Source: an optimization exercise on an open RTL-to-GDS flow (aim: small area). Production flows keep margins and buffers that such runs may drop.
The RTL was checked by simulation tests, not by an equivalence proof against the original design.
Power figures rest on the tool's default switching activity, not on a simulated workload.

===== flow/flow/run.sh =====
#!/bin/bash
# Standard synthesis, then its combinational logic mapped again for area
# (registers untouched); standard layout with the smallest port buffers and a
# lighter clock tree (no dummy loads, clkbuf_8 leaf clusters).
set -e
export BUFFER_PORTS_ARGS="-buffer_cell sky130_fd_sc_hd__buf_1"
export CTS_ARGS="-sink_clustering_enable -repair_clock_nets -dont_use_dummy_load -buf_list {sky130_fd_sc_hd__clkbuf_8} -sink_clustering_size 16 -sink_clustering_max_diameter 50"
R=orfs/results/sky130hd/perf_snapshot_unit/base
bash standard.sh synth > synth.log 2>&1
cp $R/1_2_yosys.v standard_synth.v
python3 flow/gen_cells.py /OpenROAD-flow-scripts/flow/platforms/sky130hd/lib/sky130_fd_sc_hd__tt_025C_1v80.lib comb_cells.v
yosys -l resyn.log -q flow/resyn.ys > /dev/null
rm -f $R/1_synth.odb $R/1_synth.sdc
bash standard.sh > standard.log 2>&1

===== flow/flow/gen_cells.py =====
# Writes Verilog models of the combinational cells of a liberty file, so that
# yosys can flatten an already mapped netlist and map its logic again.
import re, sys
lib = open(sys.argv[1]).read()
out = []
for c in re.split(r'\n\s*cell\s*\(', lib)[1:]:
    name = re.match(r'\s*"?(\w+)"?\s*\)', c).group(1)
    if re.search(r'\bff\s*\(|\blatch\s*\(|statetable', c):
        continue
    ins, outs = [], []
    for p, body in re.findall(r'\n\s*pin\s*\(\s*"?(\w+)"?\s*\)\s*\{(.*?)(?=\n\s*pin\s*\(|\Z)', c, re.S):
        d = re.search(r'direction\s*:\s*"?(\w+)', body)
        if not d:
            continue
        if d.group(1) == 'input':
            ins.append(p)
        elif d.group(1) == 'output':
            f = re.search(r'function\s*:\s*"([^"]*)"', body)
            if f:
                outs.append((p, f.group(1)))
    if not outs:
        continue
    s = "module %s(%s);\n" % (name, ", ".join(ins + [o for o, _ in outs]))
    for i in ins:
        s += "  input %s;\n" % i
    for o, f in outs:
        f = f.replace('!', '~').replace('*', '&').replace('+', '|')
        f = re.sub(r'(\w+)\s+(?=[\w(~])', r'\1&', f)
        s += "  output %s;\n  assign %s = %s;\n" % (o, o, f)
    out.append(s + "endmodule\n")
open(sys.argv[2], 'w').write(''.join(out))

===== flow/flow/resyn.abc =====
strash
&get -n
&deepsyn -T 60
&put
dch -f
map -D 3600
topo
buffer -c
upsize -c -D 3600
dnsize -c -D 3600
stime -p

===== flow/flow/resyn.ys =====
# Map the combinational logic of the standard synthesis again for area; the
# registers stay the standard synthesis's cells, with the same names.
read_liberty -lib /OpenROAD-flow-scripts/flow/platforms/sky130hd/lib/sky130_fd_sc_hd__tt_025C_1v80.lib
read_verilog -overwrite comb_cells.v
read_verilog orfs/results/sky130hd/perf_snapshot_unit/base/1_2_yosys.v
hierarchy -top perf_snapshot_unit
flatten
hierarchy -top perf_snapshot_unit
rename -hide w:*.* w:_*
techmap
opt -fast
opt_clean -purge
stat
abc -liberty /OpenROAD-flow-scripts/flow/platforms/sky130hd/lib/sky130_fd_sc_hd__tt_025C_1v80.lib -script flow/resyn.abc -dont_use sky130_fd_sc_hd__probe_p_8 -dont_use sky130_fd_sc_hd__probec_p_8 -dont_use sky130_fd_sc_hd__lpflow_*
splitnets
opt_clean -purge
read_liberty -lib -ignore_redef /OpenROAD-flow-scripts/flow/platforms/sky130hd/lib/sky130_fd_sc_hd__tt_025C_1v80.lib
hilomap -singleton -hicell sky130_fd_sc_hd__conb_1 HI -locell sky130_fd_sc_hd__conb_1 LO
insbuf -buf sky130_fd_sc_hd__buf_4 A X
check -assert -mapped
stat -liberty /OpenROAD-flow-scripts/flow/platforms/sky130hd/lib/sky130_fd_sc_hd__tt_025C_1v80.lib
write_verilog -noattr -nohex -nodec orfs/results/sky130hd/perf_snapshot_unit/base/1_2_yosys.v

===== flow/standard.sh =====
#!/bin/bash
# synth_recipe.tcl (not shown) runs the flow's synth.tcl, then flattens the netlist and writes it again
# the make line also repeats each setting of config.mk as NAME=value (left out here)
make -C /OpenROAD-flow-scripts/flow DESIGN_CONFIG=/design/flow/config.mk WORK_HOME=/design/flow/orfs CLKGATE_MAP_FILE= SYNTH_SCRIPT=/design/flow/synth_recipe.tcl "${@:-finish}"

===== flow/config.mk =====
export PLATFORM = sky130hd
export DESIGN_NAME = perf_snapshot_unit
export DESIGN_NICKNAME = perf_snapshot_unit
export VERILOG_FILES = /design/flow/design.v
export SDC_FILE = /design/flow/constraint.sdc
export NUM_CORES = 4
export LEC_CHECK = 0
export CAP_MARGIN = 20
export CORE_MARGIN = 2
export CORE_UTILIZATION = 65
export SLEW_MARGIN = 20

===== flow/constraint.sdc =====
create_clock -name core_clock -period 6.0 [get_ports {clk}]
set_input_delay 1.2000 -clock core_clock [delete_from_list [all_inputs] [get_ports {clk}]]
set_output_delay 1.2000 -clock core_clock [all_outputs]
set_load 0.01 [all_outputs]

===== flow/design.v =====
module perf_snapshot_unit #(
  parameter int CNT_W = 32
) (
  input  logic             clk,
  input  logic             rst_n,
  input  logic             snap_req,
  input  logic             delta_mode,
  input  logic [CNT_W-1:0] hits,
  input  logic [CNT_W-1:0] misses,
  input  logic [CNT_W-1:0] evictions,
  input  logic [CNT_W-1:0] dirty_evictions,
  input  logic [CNT_W-1:0] predictor_hits,
  input  logic [CNT_W-1:0] predictor_misses,
  input  logic [CNT_W-1:0] stale_events,
  output logic             out_valid,
  input  logic             out_ready,
  output logic [CNT_W-1:0] out_data,
  output logic             out_last,
  output logic [2:0]       out_index,
  output logic             busy,
  output logic [7:0]       drop_count
);
  logic [6:0][CNT_W-1:0] cur, cap, old;
  logic valid_q, first_n, zold, delta_q, accept, xfer, sub_en;
  logic [2:0] idx;
  logic [15:0] seq;
  logic [CNT_W-1:0] a_word, b_word;
  assign cur = {stale_events, predictor_misses, predictor_hits, dirty_evictions,
                evictions, misses, hits};
  assign xfer = valid_q && out_ready;
  assign accept = snap_req && (!valid_q || (idx == 3'd7 && out_ready));
  always_ff @(posedge clk or negedge rst_n) begin
    if (!rst_n) begin
      valid_q <= 1'b0;
      first_n <= 1'b0;
      drop_count <= '0;
    end else begin
      if (accept) begin
        valid_q <= 1'b1;
        first_n <= 1'b1;
      end else begin
        if (xfer && idx == 3'd7) valid_q <= 1'b0;
        if (snap_req && drop_count != 8'hFF) drop_count <= drop_count + 8'd1;
      end
    end
  end
  always_ff @(posedge clk) begin
    if (accept) begin
      cap <= cur;
      old <= cap;
      zold <= !first_n;
      delta_q <= delta_mode;
      seq <= first_n ? seq + 16'd1 : 16'd0;
      idx <= 3'd0;
    end else if (xfer) begin
      idx <= idx + 3'd1;
    end
  end
  assign sub_en = delta_q && !zold;
  logic [7:0] sel;
  always_comb begin
    for (int k = 0; k < 8; k++) sel[k] = idx == 3'(k);
    a_word = {8'hA5, 4'd7, 3'b000, delta_q, seq} & {CNT_W{sel[0]}};
    b_word = '0;
    for (int k = 0; k < 7; k++) begin
      a_word = a_word | (cap[k] & {CNT_W{sel[k+1]}});
      b_word = b_word | (old[k] & {CNT_W{sel[k+1] & sub_en}});
    end
  end
  assign out_valid = valid_q;
  assign busy = valid_q;
  assign out_index = idx;
  assign out_last = valid_q && idx == 3'd7;
  assign out_data = a_word - b_word;
endmodule

==> results of run 1 <==
[placed cells by master, fill, tap and decap left out, types with 18 or more instances in the layout]
master and instances:
sky130_fd_sc_hd__nand2_1 153, sky130_fd_sc_hd__a22oi_1 95, sky130_fd_sc_hd__buf_4 208, sky130_fd_sc_hd__edfxtp_1 466, sky130_fd_sc_hd__inv_1 78, sky130_fd_sc_hd__clkbuf_8 41, sky130_fd_sc_hd__buf_1 260, sky130_fd_sc_hd__a21oi_1 18
sky130_fd_sc_hd__nand3_1 41, sky130_fd_sc_hd__o22ai_1 28, sky130_fd_sc_hd__nand4_1 18, sky130_fd_sc_hd__o21ai_0 34, sky130_fd_sc_hd__nor2_1 80
[power breakdown]
part	total (mW)	switching (mW)	internal, mW	leakage (nW)
clock network	1.58	0.964	0.612	0.295
logic	5.83	3.22	2.61	3.65
registers	4.38	0.230	4.15	4.37
[worst register-to-register path: stages (launching register included)]
cell and delay (ns):
sky130_fd_sc_hd__dfxtp_4 0.50, sky130_fd_sc_hd__nand3_2 0.18, sky130_fd_sc_hd__buf_4 0.20, sky130_fd_sc_hd__inv_1 0.15, sky130_fd_sc_hd__buf_4 0.31, sky130_fd_sc_hd__a21oi_4 0.13
sky130_fd_sc_hd__nor2_4 0.83, sky130_fd_sc_hd__buf_4 0.69
[layout make-up]
cell class | instances | area [µm²] | share of cell area
antenna | 3 | 7.51 | 0.000323
clock buffer | 41 | 564 | 0.0243
inverter | 89 | 337 | 0.0145
multi-input combinational | 692 | 4590 | 0.198
sequential | 479 | 14300 | 0.617
tap | 384 | 480 | 0.0207
timing repair buffer | 498 | 2920 | 0.126
[registers in the layout (all words and copies together) (netlist names)]
signal	flops
cap	224
old	224
seq	16
drop_count	8
idx	3
delta_q	1
first_n	1
valid_q	1
zold	1
[per-layer routing]
metal | up-vias | part of all wire
met5 | - | 0.00044
met4 | 4 | 0.047
met3 | 174 | 0.11
met2 | 969 | 0.46
met1 | 6507 | 0.38
li1 | 5942 | -
[repair_timing]
item / CTS / global route
resized for setup: 35 / 39
endpoints found under the hold margin: 0 / 0
endpoints found under the setup margin: 10 / 16
pin swaps: 5 / 18
hold buffers: 0 / 0
buffers inserted: 49 / 19
[worst min path at each step]
stage / end / slack (ns) / depth (start not counted)
floorplan: old[130] / 0.42 / 0
CTS: old[9] / 0.40 / 0
global route: old[105] / 0.43 / 0
finish: old[9] / 0.40 / 0
global placement: old[90] / 0.43 / 0
detailed placement: old[21] / 0.43 / 0
[metrics by stage]
stage	std cells	worst slack, ns	cell area, µm²	hold WS, ns
2_1_floorplan	1297	-2.56	19200	0.417
5_1_grt	2185	-1.29	23200	0.431
3_5_place_dp	2074	-0.380	21800	0.434
4_1_cts	2164	-0.793	22900	0.401
6_report	2186	-1.08	23200	0.400
3_3_place_gp	2074	-0.257	21800	0.428
==> metrics.log, run 1 <==
[metrics] fin nets: just over 2k
[metrics] residual antenna-violating net count after detailed routing: 0
[metrics] CP Depth: 36
[metrics] worst supply voltage drop on vdd: 333 µV
[metrics] Final GP Congestion: around 1.0
[metrics] maximum number of pins on one net before global-route repair: between 100 and 150
[metrics] number of antenna violations at the first check in global routing: 5
[metrics] transition time of the tightest slew-check pin: approximately 1.1 ns
[metrics] syn_nets: ~1.5k
[metrics] number of vias in the routed layout: ~14k
[metrics] P&R area growth vs syn: 21.1%
[metrics] reg-to-reg slack, setup: 2.62 ns
[metrics] initial cell density of the core: 0.664
[metrics] length of the first detailed-routing pass in iterations: 8
[metrics] setup repair after global routing missed its margin: true
[metrics] Rel. slew slack: 0.295
[metrics] CP most frequent cell: sky130_fd_sc_hd__buf_4
[metrics] Failed Checks: negative setup slack
[metrics] max-capacitance violation count: 0
[metrics] via count of the first global-routing pass: 13.4k
[metrics] mean area per synthesized cell: roughly 15 µm²
[metrics] final design utilization: 0.804
[metrics] class of the most critical hold timing path: reg -> reg
[metrics] CTS H-Tree Depth: 2
[metrics] proportion of layout cells with a drive suffix above 1: 0.219
[metrics] filler cell count: approximately 1.7k
[metrics] global-route layer with the greatest usage: met2
[metrics] worst setup path category: reg -> out
[metrics] total power consumption of the routed design: about 12 mW
[metrics] library cell contributing the largest single delay on the critical path: sky130_fd_sc_hd__dfxtp_4
[metrics] Worst Reg-to-Reg Cells: 7
[metrics] number of DRC violations after detailed routing: 0
[metrics] CTS root buf: sky130_fd_sc_hd__clkbuf_8
[metrics] horizontal die dimension: between 150 and 200 µm
[metrics] overall die area: 30,900 µm²
[metrics] crit path capture: out_data[6]
[metrics] iteration-0 DRC count of the detailed router: about 1.8k
[metrics] number of cells produced by synthesis: around 1.3k
[metrics] count of standard-cell rows: 62
[metrics] CP Buf/Inv Count: 27
[metrics] global-route wire length before repair: 76,900 µm
[metrics] number of sinks on the clock net: ~480
[metrics] number of warnings reported in the yosys synthesis log: 1
[metrics] endpoint kind of the worst setup timing path: output port
[metrics] core footprint: between 20,000 and 30,000 µm²
[metrics] required time of the critical path: roughly 4.8 ns
[metrics] top-level port count: between 200 and 300
[metrics] top achievable clock speed: 141 MHz
[metrics] max-slew violation total from the final report: 0
[metrics] setup total negative slack: -7.37 ns
[metrics] final period utilization: 1.18
[metrics] Final Hold Violating Endpoints: 0
[metrics] clock buffer count from CTS: slightly above 40
[metrics] global-route usage over all layers: 0.339
[metrics] capture instance of the worst register-to-register path: cap[87]
[metrics] Max Fanout on Critical Path: 8
[metrics] Worst Setup SP: idx[1]
[metrics] clk_skew: about 0.064 ns
[metrics] CP max stage delay: 0.41 ns
[metrics] quantity of I/O buffers inserted on ports: 274
[metrics] die height: 176 µm
[metrics] Reg clk slew, reported paths: about 0.10 ns
[metrics] average wire length per cell after detail routing: roughly 24 µm
[metrics] P per Cell Area: between 500 and 600 nW/µm²
[metrics] number of failing setup endpoints in the final timing report: 12
[metrics] Global Route met3 Usage: 0.0554
[metrics] Final Routed Wirelength: between 50,000 and 60,000 µm
[metrics] fraction of met1 tracks used by global routing: 0.481
[metrics] total congestion overflow after global routing: 0
[metrics] leakage dissipation: approximately 8.3 nW
[metrics] clock period minus final worst setup slack: just over 7 ns
[metrics] startpoint types: flop
[metrics] number of buffers between clock root and the deepest sink: 3
[metrics] latest clock arrival within the worst-skew pair: 0.59 ns
[metrics] worst reg2reg path startpoint: idx[0]
[metrics] number of vias per cell: just over 6
[metrics] met2 demand-to-capacity share in global routing: 0.530
[metrics] crit path DAT: ~6 ns
[metrics] post-synthesis cell area: around 19,000 µm²
[metrics] estimated wirelength of the detail-placed design: 36,500 µm
[metrics] clock tree from TritonCTS: done
[metrics] final critical-path setup slack: -1.08 ns
[metrics] run status: finished with violations
[metrics] beginning of the worst hold path: cap[9]
[metrics] cell family with the largest share of critical-path delay: buffers and inverters
==> inputs of run 2 (changes only) <==
==> flow/flow/resyn.abc (replaced) <==
strash
&get -n
&fraig -x
&put
scorr
dc2
dretime
strash
&get -n
&dch -f
&nf -R 1000
&put
stime -p
==> run 2 against run 1 <==
Net effect:
- the layout still fails its checks (negative setup slack)
- area after synthesis fell by 2.7%
- sequential power barely moved
- fmax rose by 7.2%
- worst setup slack improved by 0.47 ns
- die area fell by 2.6%
- register-to-register slack improved by 0.06 ns
- utilization fell by 1.7 points
- cell area fell by 3.4%
- critical endpoint is now out_data[4]
- largest cell class unchanged
==> metrics.log, run 2 <==
[metrics] leakage dissipation: roughly 7.4 nW
[metrics] fin nets: 1,873
[metrics] CP Buf/Inv Count: 25
[metrics] n_diodes: 0
[metrics] core footprint: around 28,000 µm²
[metrics] Worst Hold Endpoint: old[90]
[metrics] number of vias in the routed layout: ~13k
[metrics] cell family with the largest share of critical-path delay: buffers and inverters
[metrics] length of the first detailed-routing pass in iterations: 6
[metrics] non-filler instance count after layout: around 2.0k
[metrics] initial cell density of the core: 0.656
[metrics] max-slew violation total from the final report: 0
[metrics] worst reg2reg path startpoint: idx[0]
[metrics] reg-to-reg slack, setup: 2.68 ns
[metrics] setup repair after global routing missed its margin: true
[metrics] most common library cell in the layout ignoring fill and taps: sky130_fd_sc_hd__edfxtp_1
[metrics] quantity of I/O buffers inserted on ports: around 270
[metrics] worst supply voltage drop on vdd: roughly 340 µV
[metrics] endpoint kind of the worst setup timing path: output port
[metrics] via count of the first global-routing pass: between 10k and 15k
[metrics] clock period minus final worst setup slack: approximately 6.6 ns
[metrics] post-synthesis cell area: 18,700 µm²
[metrics] Rel. slew slack: 0.475
[metrics] instance count after placement with tap cells included: between 1.5k and 2k
[metrics] total power consumption of the routed design: 12.9 mW
[metrics] Worst Reg-to-Reg Cells: 8
[metrics] number of buffers between clock root and the deepest sink: 3
[metrics] estimated wirelength of the detail-placed design: about 33,000 µm
[metrics] number of antenna violations at the first check in global routing: 0
[metrics] run status: finished with violations
[metrics] transition time of the tightest slew-check pin: a little under 0.8 ns
[metrics] proportion of layout cells with a drive suffix above 1: 0.165
[metrics] number of warnings reported in the yosys synthesis log: 1
[metrics] maximum number of pins on one net before global-route repair: 143
[metrics] P per Cell Area: a little under 600 nW/µm²
[metrics] library cell contributing the largest single delay on the critical path: sky130_fd_sc_hd__or3_1
[metrics] syn_nets: between 1k and 1.5k
[metrics] max-capacitance violation count: 0
[metrics] number of cells produced by synthesis: around 1.2k
[metrics] capture instance of the worst register-to-register path: cap[85]
[metrics] clock buffer count from CTS: 41
[metrics] class of the most critical hold timing path: reg -> reg
[metrics] P&R area growth vs syn: 20.1%
[metrics] die height: around 170 µm
[metrics] Max Fanout on Critical Path: 7
[metrics] beginning of the worst hold path: cap[90]
[metrics] leading cell types in the layout, fill and taps excluded: sky130_fd_sc_hd__edfxtp_1 (466), sky130_fd_sc_hd__buf_1 (260), sky130_fd_sc_hd__buf_4 (127), sky130_fd_sc_hd__nor2_1 (85), sky130_fd_sc_hd__nand2_1 (76)
[metrics] average wire length per cell after detail routing: 24.9 µm
[metrics] Failed Checks: negative setup slack
[metrics] startpoint types: flop
[metrics] worst setup path category: reg -> out
[metrics] mean area per synthesized cell: between 15 and 20 µm²
[metrics] required time of the critical path: around 4.8 ns
[metrics] Final Hold Violating Endpoints: 0
[metrics] cell count of the worst hold path: 0
[metrics] number of failing setup endpoints in the final timing report: 14
[metrics] number of sinks on the clock net: 479
[metrics] clock tree from TritonCTS: done
[metrics] top achievable clock speed: between 150 and 200 MHz
[metrics] count of standard-cell rows: between 60 and 70
[metrics] CP most frequent cell: sky130_fd_sc_hd__buf_4
[metrics] final period utilization: 1.10
[metrics] final critical-path setup slack: -0.610 ns
[metrics] crit path DAT: around 5.4 ns
[metrics] number of vias per cell: roughly 6.4
[metrics] residual antenna-violating net count after detailed routing: 0
[metrics] clk_skew: 0.0657 ns
[metrics] overall die area: ~30,000 µm²
[metrics] CTS root buf: sky130_fd_sc_hd__clkbuf_8
[metrics] global-route wire length before repair: 75,000 µm
[metrics] final design utilization: 0.787
[metrics] Reg clk slew, reported paths: 0.10 ns
[metrics] latest clock arrival within the worst-skew pair: around 0.57 ns
[metrics] global-route usage over all layers: 0.336
[metrics] CP max stage delay: 0.41 ns
[metrics] Final Routed Wirelength: ~50,000 µm
[metrics] biggest registers after layout: cap (224), old (224), seq (16)
[metrics] number of DRC violations after detailed routing: 0
[metrics] minimum hold slack: about 0.42 ns
[metrics] horizontal die dimension: about 170 µm
[metrics] Final GP Congestion: approximately 0.94
[metrics] total congestion overflow after global routing: 0
[metrics] CTS H-Tree Depth: 2
[metrics] iteration-0 DRC count of the detailed router: ~2k
[metrics] top-level port count: between 200 and 300
## run 2: worst register-to-register path: cells and delay by family (launching register included)
family	cells	cell delay, ns
buffers and inverters	4	1.38
flip-flops	1	0.36
AND/OR/NAND/NOR	4	1.02
## run 2: stage by stage
| step | setup TNS [ns] | worst slack, ns | instance area, µm² |
|---|---|---|---|
| after global routing | -8.09 | -0.857 | 22400 |
| after CTS | -5.56 | -0.663 | 22200 |
| after global placement | -0.895 | -0.278 | 21100 |
| final | -5.13 | -0.610 | 22400 |
| after floorplan | 0 | 0.0134 | 18800 |
| after detailed placement | -1.95 | -0.390 | 21100 |
## run 2: cell type report
| class | instances | area [µm²] |
|---|---|---|
| timing repair buffer | 417 | 2230 |
| sequential | 479 | 14300 |
| inverter | 24 | 116 |
| multi-input combinational | 681 | 4710 |
| fill | 1691 | 6050 |
| tap | 384 | 480 |
| clock buffer | 41 | 564 |
## run 2: what timing repair did
item                                    CTS  global route
gates resized for setup                  61            31
gates cloned                              0             0
pin swaps                                37            22
endpoints found under the setup margin   17            21
hold endpoints to repair                  0             0
buffers inserted                         54             7
hold buffers                              0             0
## run 2: report_power, final
part,switching (mW),internal [mW]
logic,4.00,2.98
clock network,0.965,0.612
registers,0.213,4.17
total,5.18,7.76
## run 2: worst max-delay path by stage
stage / startpoint / to / cells past startpoint
after floorplan: idx[1] / out_data[29] / 24
after global placement: idx[0] / out_data[30] / 29
after detailed placement: idx[0] / out_data[29] / 30
after CTS: idx[0] / out_data[30] / 32
after global routing: idx[0] / out_data[30] / 30
final: idx[0] / out_data[4] / 34
## run 2: layer usage
layer | vias up | global-route usage | routed length (µm)
met5 | - | 0 | 0
li1 | 5709 | - | -
met4 | 0 | 0.151 | 2380
met3 | 151 | 0.0750 | 5390
met2 | 862 | 0.541 | 23900
met1 | 6288 | 0.445 | 18700
==> inputs of run 3 (changes only) <==
--- a/flow/design.v
+++ b/flow/design.v
@@ -25,2 +25,3 @@
   logic [2:0] idx;
+  logic [7:0] oh;
   logic [15:0] seq;
@@ -54,4 +55,6 @@
       idx <= 3'd0;
+      oh <= 8'd1;
     end else if (xfer) begin
       idx <= idx + 3'd1;
+      oh <= {oh[6:0], oh[7]};
     end
@@ -61,3 +64,3 @@
   always_comb begin
-    for (int k = 0; k < 8; k++) sel[k] = idx == 3'(k);
+    sel = oh;
     a_word = {8'hA5, 4'd7, 3'b000, delta_q, seq} & {CNT_W{sel[0]}};
==> flow/flow/resyn.abc (replaced) <==
strash
&get -n
&st
&dch
&nf -R 0
&put
stime -p
--- a/flow/config.mk
+++ b/flow/config.mk
@@ -7,5 +7,5 @@
 export LEC_CHECK = 0
-export CAP_MARGIN = 20
+export CAP_MARGIN = 0
 export CORE_MARGIN = 2
 export CORE_UTILIZATION = 65
-export SLEW_MARGIN = 20
+export SLEW_MARGIN = 0
==> run 3 against run 2 <==
Net effect:
- the run now finishes clean
- via count decreased by 5.1%
- first-iteration DRC count shrank 7.0%
- clock power barely moved
- sequential cell count up 8
- register-to-register slack gained 0.27 ns
- sequential power is 4% higher
- utilization down 4.1 points
- sequential share of layout area is 4.1 points higher
- critical endpoint is now out_data[25]
==> metrics.log, run 3 <==
[metrics] total congestion overflow after global routing: 0
[metrics] clock tree from TritonCTS: done
[metrics] startpoint types: flop
[metrics] horizontal die dimension: between 150 and 200 µm
[metrics] count of standard-cell rows: 62
[metrics] Final GP Congestion: ~0.87
[metrics] crit path DAT: about 4.7 ns
[metrics] Final Routed Wirelength: around 47,000 µm
[metrics] die height: approximately 170 µm
[metrics] top achievable clock speed: 170 MHz
[metrics] reported net switching power: 5.52 mW
[metrics] total power consumption of the routed design: around 13 mW
[metrics] Clock Power Share: 0.126
[metrics] run status: complete, no violations
[metrics] worst supply voltage drop on vdd: ~440 µV
[metrics] number of antenna violations at the first check in global routing: 2
[metrics] CTS H-Tree Depth: 2
[metrics] leakage dissipation: around 6.7 nW
[metrics] number of vias in the routed layout: 12.3k
[metrics] number of DRC violations after detailed routing: 0
[metrics] minimum hold slack: 0.434 ns
[metrics] Final Hold Violating Endpoints: 0
[metrics] clk_skew: ~0.048 ns
[metrics] average wire length per cell after detail routing: between 20 and 30 µm
[metrics] CP max stage delay: 0.52 ns
[metrics] top-level port count: roughly 280
[metrics] latest clock arrival within the worst-skew pair: 0.59 ns
[metrics] number of vias per cell: about 6.7
[metrics] residual antenna-violating net count after detailed routing: 0
[metrics] fraction of power spent switching nets: 0.436
[metrics] leading cell types in the layout, fill and taps excluded: sky130_fd_sc_hd__edfxtp_1 (466), sky130_fd_sc_hd__buf_1 (273), sky130_fd_sc_hd__a22oi_1 (82), sky130_fd_sc_hd__a222oi_1 (68), sky130_fd_sc_hd__nand2_1 (67)
[metrics] number of failing setup endpoints in the final timing report: 0
[metrics] library cell contributing the largest single delay on the critical path: sky130_fd_sc_hd__o41a_1
[metrics] iteration-0 DRC count of the detailed router: ~1.9k
[metrics] max-capacitance violation count: 0
[metrics] maximum number of pins on one net before global-route repair: about 140
[metrics] number of buffers between clock root and the deepest sink: 3
[metrics] P&R area growth vs syn: 13.9%
[metrics] P_int: between 7 and 8 mW
[metrics] worst setup path category: reg -> out
[metrics] clock buffer count from CTS: between 40 and 50
[metrics] P per Cell Area: 594 nW/µm²
[metrics] CTS root buf: sky130_fd_sc_hd__clkbuf_8
[metrics] syn_nets: between 1k and 1.5k
[metrics] estimated wirelength of the detail-placed design: approximately 31,000 µm
[metrics] max-slew violation total from the final report: 0
[metrics] length of the first detailed-routing pass in iterations: 10
[metrics] number of sinks on the clock net: about 500
[metrics] filler cell count: roughly 1.8k
[metrics] post-synthesis cell area: 18,700 µm²
[metrics] global-route wire length before repair: ~68,000 µm
[metrics] global-route usage over all layers: 0.304
[metrics] Reg clk slew, reported paths: 0.10 ns
[metrics] proportion of layout cells with a drive suffix above 1: 0.0798
[metrics] overall die area: 30,100 µm²
[metrics] transition time of the tightest slew-check pin: slightly below 0.9 ns
[metrics] cells traversed along the worst timing path: and3b_2, buf_4, a222oi_1, a31o_1, a211oi_1, o41a_1, o2bb2ai_2, o221a_2, o21ai_1, a21oi_2, o32ai_1, xnor2_1, buf_1
[metrics] number of warnings reported in the yosys synthesis log: 1
[metrics] endpoint kind of the worst setup timing path: output port
[metrics] final period utilization: 0.980
[metrics] class of the most critical hold timing path: reg -> reg
[metrics] initial cell density of the core: 0.655
[metrics] setup total negative slack: 0 ns
[metrics] combinational share of power: 0.514
[metrics] via count of the first global-routing pass: 11.9k
[metrics] most common library cell in the layout ignoring fill and taps: sky130_fd_sc_hd__edfxtp_1
[metrics] Rel. slew slack: 0.419
[metrics] Seq pwr share: 0.360
[metrics] clock period minus final worst setup slack: 5.88 ns
[metrics] Max Fanout on Critical Path: 16
[metrics] biggest registers after layout: cap (224), old (224), seq (16)
[metrics] fin nets: about 1.7k
[metrics] core footprint: ~29,000 µm²
[metrics] required time of the critical path: 4.80 ns
[metrics] number of hold-repair buffers added at the cts stage: 0
[metrics] mean area per synthesized cell: 16.9 µm²
[metrics] quantity of I/O buffers inserted on ports: between 200 and 300
[metrics] number of cells produced by synthesis: between 1k and 1.5k
==> run 3: worst paths after layout <==
| path | startpoint | end | slack (ns) | cells after the start |
|---|---|---|---|---|
| worst min register to register | cap[143] | old[143] | 0.43 | 0 |
| worst min-delay path | cap[143] | old[143] | 0.43 | 0 |
| min in group asynchronous | rst_n | drop_count[5] | 0.57 | 1 |
| worst max-delay path | oh[4] | out_data[25] | 0.12 | 13 |
| max in group asynchronous | rst_n | drop_count[4] | 5.08 | 1 |
| worst max register to register | seq[0] | seq[15] | 2.95 | 10 |
==> run 3: worst max-delay path: cells and delay by family, from the launching register on <==
| family | cells | cell delay (ns) |
|---|---|---|
| flip-flops | 1 | 0.44 |
| XOR/XNOR | 1 | 0.24 |
| buffers and inverters | 2 | 0.42 |
| AND/OR/NAND/NOR | 1 | 0.25 |
| AO/OA/AOI/OAI | 9 | 2.74 |
==> run 3: area by class of cell <==
type                       count  area, µm²  area share
timing repair buffer         320       1440      0.0677
sequential                   487      14500       0.679
multi-input combinational    608       4310       0.202
antenna                        1       2.50    0.000117
inverter                      10       37.5     0.00176
tap                          384        480      0.0225
clock buffer                  41        564      0.0265
==> run 3: routing by layer <==
layer	vias up	wire length, µm	GRT usage
met5	-	23	0
met3	121	5430	0.0649
met1	5933	17900	0.433
met2	907	21600	0.478
met4	4	1610	0.105
li1	5384	-	-
==> run 3: per-stage QoR <==
stage          instance area (µm²)   util  setup slack, ns  cells
2_1_floorplan                18700      -            -3.59   1106
3_3_place_gp                 20600  0.722            0.685   1803
3_5_place_dp                 20600  0.722            0.480   1803
4_1_cts                      21200  0.742           0.0179   1844
5_1_grt                      21300  0.746          -0.0724   1850
6_report                     21300  0.746            0.118   1851
==> run 3: repair_timing <==
item | CTS | global route
gates resized for setup | 4 | 17
pin swaps | 1 | 6
endpoints found under the setup margin | 4 | 12
setup buffers | 0 | 6
cloned | 0 | 0
==> run 3: power by group through the flow <==
| stage | Clock, mW | Sequential (mW) | Combinational [mW] |
|---|---|---|---|
| 2_1_floorplan | 0 | 4.71 | 3.78 |
| 3_3_place_gp | 0 | 4.61 | 6.04 |
| 3_5_place_dp | 0 | 4.62 | 6.09 |
| 4_1_cts | 1.61 | 4.55 | 6.16 |
| 5_1_grt | 1.73 | 4.59 | 6.96 |
| 6_report | 1.60 | 4.56 | 6.51 |
==> inputs of run 4 (changes only) <==
==> flow/flow/resyn.abc (replaced) <==
strash
&get -n
&st
&dch
&nf -R 20
&put
stime -p
==> run 4 against run 3 <==
Net effect:
- clock power barely moved
- sequential power hardly changed
- wire length shrank 3.4%
- fmax is 1.3% higher
- global-route usage fell by 0.44 points
- utilization increased by 1.5 points
- sequential cell count is the same
- non-clock buffer count is 4 higher
- final cell count shrank 0.54%
- sequential share of layout area grew 0.14 points
- largest cell class unchanged
==> metrics.log, run 4 <==
[metrics] worst setup path category: reg -> out
[metrics] required time of the critical path: 4.80 ns
[metrics] via count of the first global-routing pass: about 12k
[metrics] worst supply voltage drop on vdd: 459 µV
[metrics] setup total negative slack: 0 ns
[metrics] CTS root buf: sky130_fd_sc_hd__clkbuf_8
[metrics] global-route usage over all layers: 0.300
[metrics] crit path capture: out_data[24]
[metrics] capture instance of the worst register-to-register path: seq[15]
[metrics] startpoint types: flop
[metrics] max-capacitance violation count: 0
[metrics] Max Fanout on Critical Path: 13
[metrics] number of buffers between clock root and the deepest sink: 3
[metrics] global-route wire length before repair: about 67,000 µm
[metrics] Final Routed Wirelength: around 45,000 µm
[metrics] estimated wirelength of the detail-placed design: ~30,000 µm
[metrics] leakage dissipation: just under 7 nW
[metrics] run status: complete, no violations
[metrics] class of the most critical hold timing path: reg -> reg
[metrics] average wire length per cell after detail routing: between 20 and 25 µm
[metrics] transition time of the tightest slew-check pin: 0.977 ns
[metrics] number of hold-repair buffers added at the cts stage: 0
[metrics] number of vias per cell: ~6.5
[metrics] residual antenna-violating net count after detailed routing: 0
[metrics] total power consumption of the routed design: roughly 13 mW
[metrics] number of warnings reported in the yosys synthesis log: 1
[metrics] P&R area growth vs syn: 14.6%
[metrics] final period utilization: 0.968
[metrics] length of the first detailed-routing pass in iterations: 10
[metrics] top-level port count: approximately 280
[metrics] number of DRC violations after detailed routing: 0
[metrics] total congestion overflow after global routing: 0
[metrics] Rel. slew slack: 0.349
[metrics] CTS H-Tree Depth: 2
[metrics] Worst Setup SP: delta_q
[metrics] mean area per synthesized cell: 17.0 µm²
[metrics] clk_skew: around 0.087 ns
[metrics] Post-Place Worst Slack: about 0.33 ns
[metrics] reg-to-reg slack, setup: around 3 ns
[metrics] most common library cell in the layout ignoring fill and taps: sky130_fd_sc_hd__edfxtp_1
[metrics] number of sinks on the clock net: around 500
[metrics] top achievable clock speed: around 170 MHz
[metrics] latest clock arrival within the worst-skew pair: roughly 0.58 ns
[metrics] number of cells produced by synthesis: 1,093
[metrics] Final GP Congestion: approximately 0.88
[metrics] final design utilization: 0.761
[metrics] fin nets: 1,689
[metrics] worst reg2reg path startpoint: seq[0]
[metrics] minimum hold slack: 0.378 ns
[metrics] number of vias in the routed layout: around 12k
[metrics] max-slew violation total from the final report: 0
[metrics] die height: about 170 µm
[metrics] endpoint kind of the worst setup timing path: output port
[metrics] crit path DAT: roughly 4.6 ns
[metrics] final critical-path setup slack: between 0.15 and 0.2 ns
[metrics] quantity of I/O buffers inserted on ports: between 200 and 300
[metrics] count of standard-cell rows: 61
[metrics] syn_nets: 1,322
[metrics] Worst Reg-to-Reg Cells: 10
[metrics] Reg clk slew, reported paths: ~0.1 ns
[metrics] post-synthesis cell area: 18,600 µm²
[metrics] core footprint: approximately 28,000 µm²
[metrics] Final Hold Violating Endpoints: 0
[metrics] horizontal die dimension: around 170 µm
[metrics] leading cell types in the layout, fill and taps excluded: sky130_fd_sc_hd__edfxtp_1 (466), sky130_fd_sc_hd__buf_1 (269), sky130_fd_sc_hd__a22oi_1 (86), sky130_fd_sc_hd__nand2_1 (73), sky130_fd_sc_hd__a222oi_1 (72)
[metrics] maximum number of pins on one net before global-route repair: between 150 and 200
[metrics] biggest registers after layout: cap (224), old (224), seq (16)
[metrics] P per Cell Area: approximately 600 nW/µm²
[metrics] number of antenna violations at the first check in global routing: 5
[metrics] overall die area: between 20,000 and 30,000 µm²
[metrics] clock tree from TritonCTS: done
[metrics] initial cell density of the core: 0.664
[metrics] proportion of layout cells with a drive suffix above 1: 0.0905
[metrics] clock buffer count from CTS: between 40 and 50
[metrics] number of failing setup endpoints in the final timing report: 0
[metrics] iteration-0 DRC count of the detailed router: around 2.0k
[metrics] clock period minus final worst setup slack: approximately 5.8 ns
==> run 4: critical path: stages (launching register included) <==
cell and delay, ns:
sky130_fd_sc_hd__edfxtp_1 0.47, sky130_fd_sc_hd__buf_4 0.19, sky130_fd_sc_hd__and3b_2 0.28, sky130_fd_sc_hd__buf_4 0.16, sky130_fd_sc_hd__buf_4 0.19, sky130_fd_sc_hd__a22oi_1 0.22
sky130_fd_sc_hd__nand3_1 0.15, sky130_fd_sc_hd__xor2_1 0.21, sky130_fd_sc_hd__and2_0 0.25, sky130_fd_sc_hd__a211o_1 0.31, sky130_fd_sc_hd__a2bb2oi_1 0.20, sky130_fd_sc_hd__o31ai_2 0.09
sky130_fd_sc_hd__buf_4 0.16, sky130_fd_sc_hd__a21oi_4 0.22, sky130_fd_sc_hd__o31a_1 0.26, sky130_fd_sc_hd__o22ai_1 0.12, sky130_fd_sc_hd__nor2_1 0.16, sky130_fd_sc_hd__xnor2_1 0.19
sky130_fd_sc_hd__buf_1 0.19
==> run 4: timing repair <==
action	4_1_cts	5_1_grt
gates cloned	0	0
setup buffers	5	7
setup endpoints to repair	9	11
gates resized for setup	10	26
pin swaps	6	16
==> run 4: worst min path at each step <==
| stage | from | endpoint | cells after the start |
|---|---|---|---|
| 2_1_floorplan | cap[102] | old[102] | 0 |
| 3_3_place_gp | cap[179] | old[179] | 0 |
| 3_5_place_dp | cap[214] | old[214] | 0 |
| 4_1_cts | cap[211] | old[211] | 0 |
| 5_1_grt | cap[211] | old[211] | 0 |
| 6_report | cap[211] | old[211] | 0 |
==> run 4: area by class of cell <==
type	count	area [µm²]
antenna	5	12.5
clock buffer	42	578
fill	1758	6670
inverter	8	30.0
multi-input combinational	597	4230
sequential	487	14500
tap	378	473
timing repair buffer	324	1470
==> run 4: report_power, final <==
group	internal [mW]	total, mW	switching, mW
registers	4.25	4.55	0.302
clock network	0.627	1.58	0.958
logic	2.45	6.59	4.13
==> run 4: stage by stage <==
step	cells	cell area, µm²
after floorplan	1093	18600
after global placement	1782	20400
after detailed placement	1782	20400
after CTS	1829	21100
after global routing	1840	21300
final	1841	21300
==> run 4: metal layers <==
layer / GRT usage / wire, µm / vias up
met2: 0.463 / 20700 / 844
met1: 0.428 / 17200 / 5740
met3: 0.0629 / 5610 / 114
met5: 0 / 9 / -
met4: 0.117 / 1500 / 2
li1: - / - / 5305

==> re-timing with driven ports <==
The flow's constraints put no driver on any port. The routed layouts listed below were extracted and timed again, unchanged, in two steps. Step 1, drivers: a clkbuf_16 drives clk and a buf_2 each remaining input, both assumed. Step 2 also shifts input and output timing later by t, the mid clock arrival at the registers, as if the neighbouring blocks saw the same clock. Slacks: no drivers / after step 1 / after step 2; pairs: no drivers / after step 1.
run	t, ns	slack for setup (ns)	worst hold slack (ns)	worst slew at a driven data input, ns
run 1	0.601	-1.083 / -1.132 / -0.530	0.400 / 0.400 / 0.400	0.10
run 2	0.600	-0.610 / -0.661 / -0.061	0.425 / 0.425 / 0.425	0.08
run 3	0.612	0.118 / 0.072 / 0.684	0.434 / 0.434 / 0.434	0.10
run 4	0.590	0.193 / 0.144 / 0.734	0.378 / 0.378 / 0.378	0.11
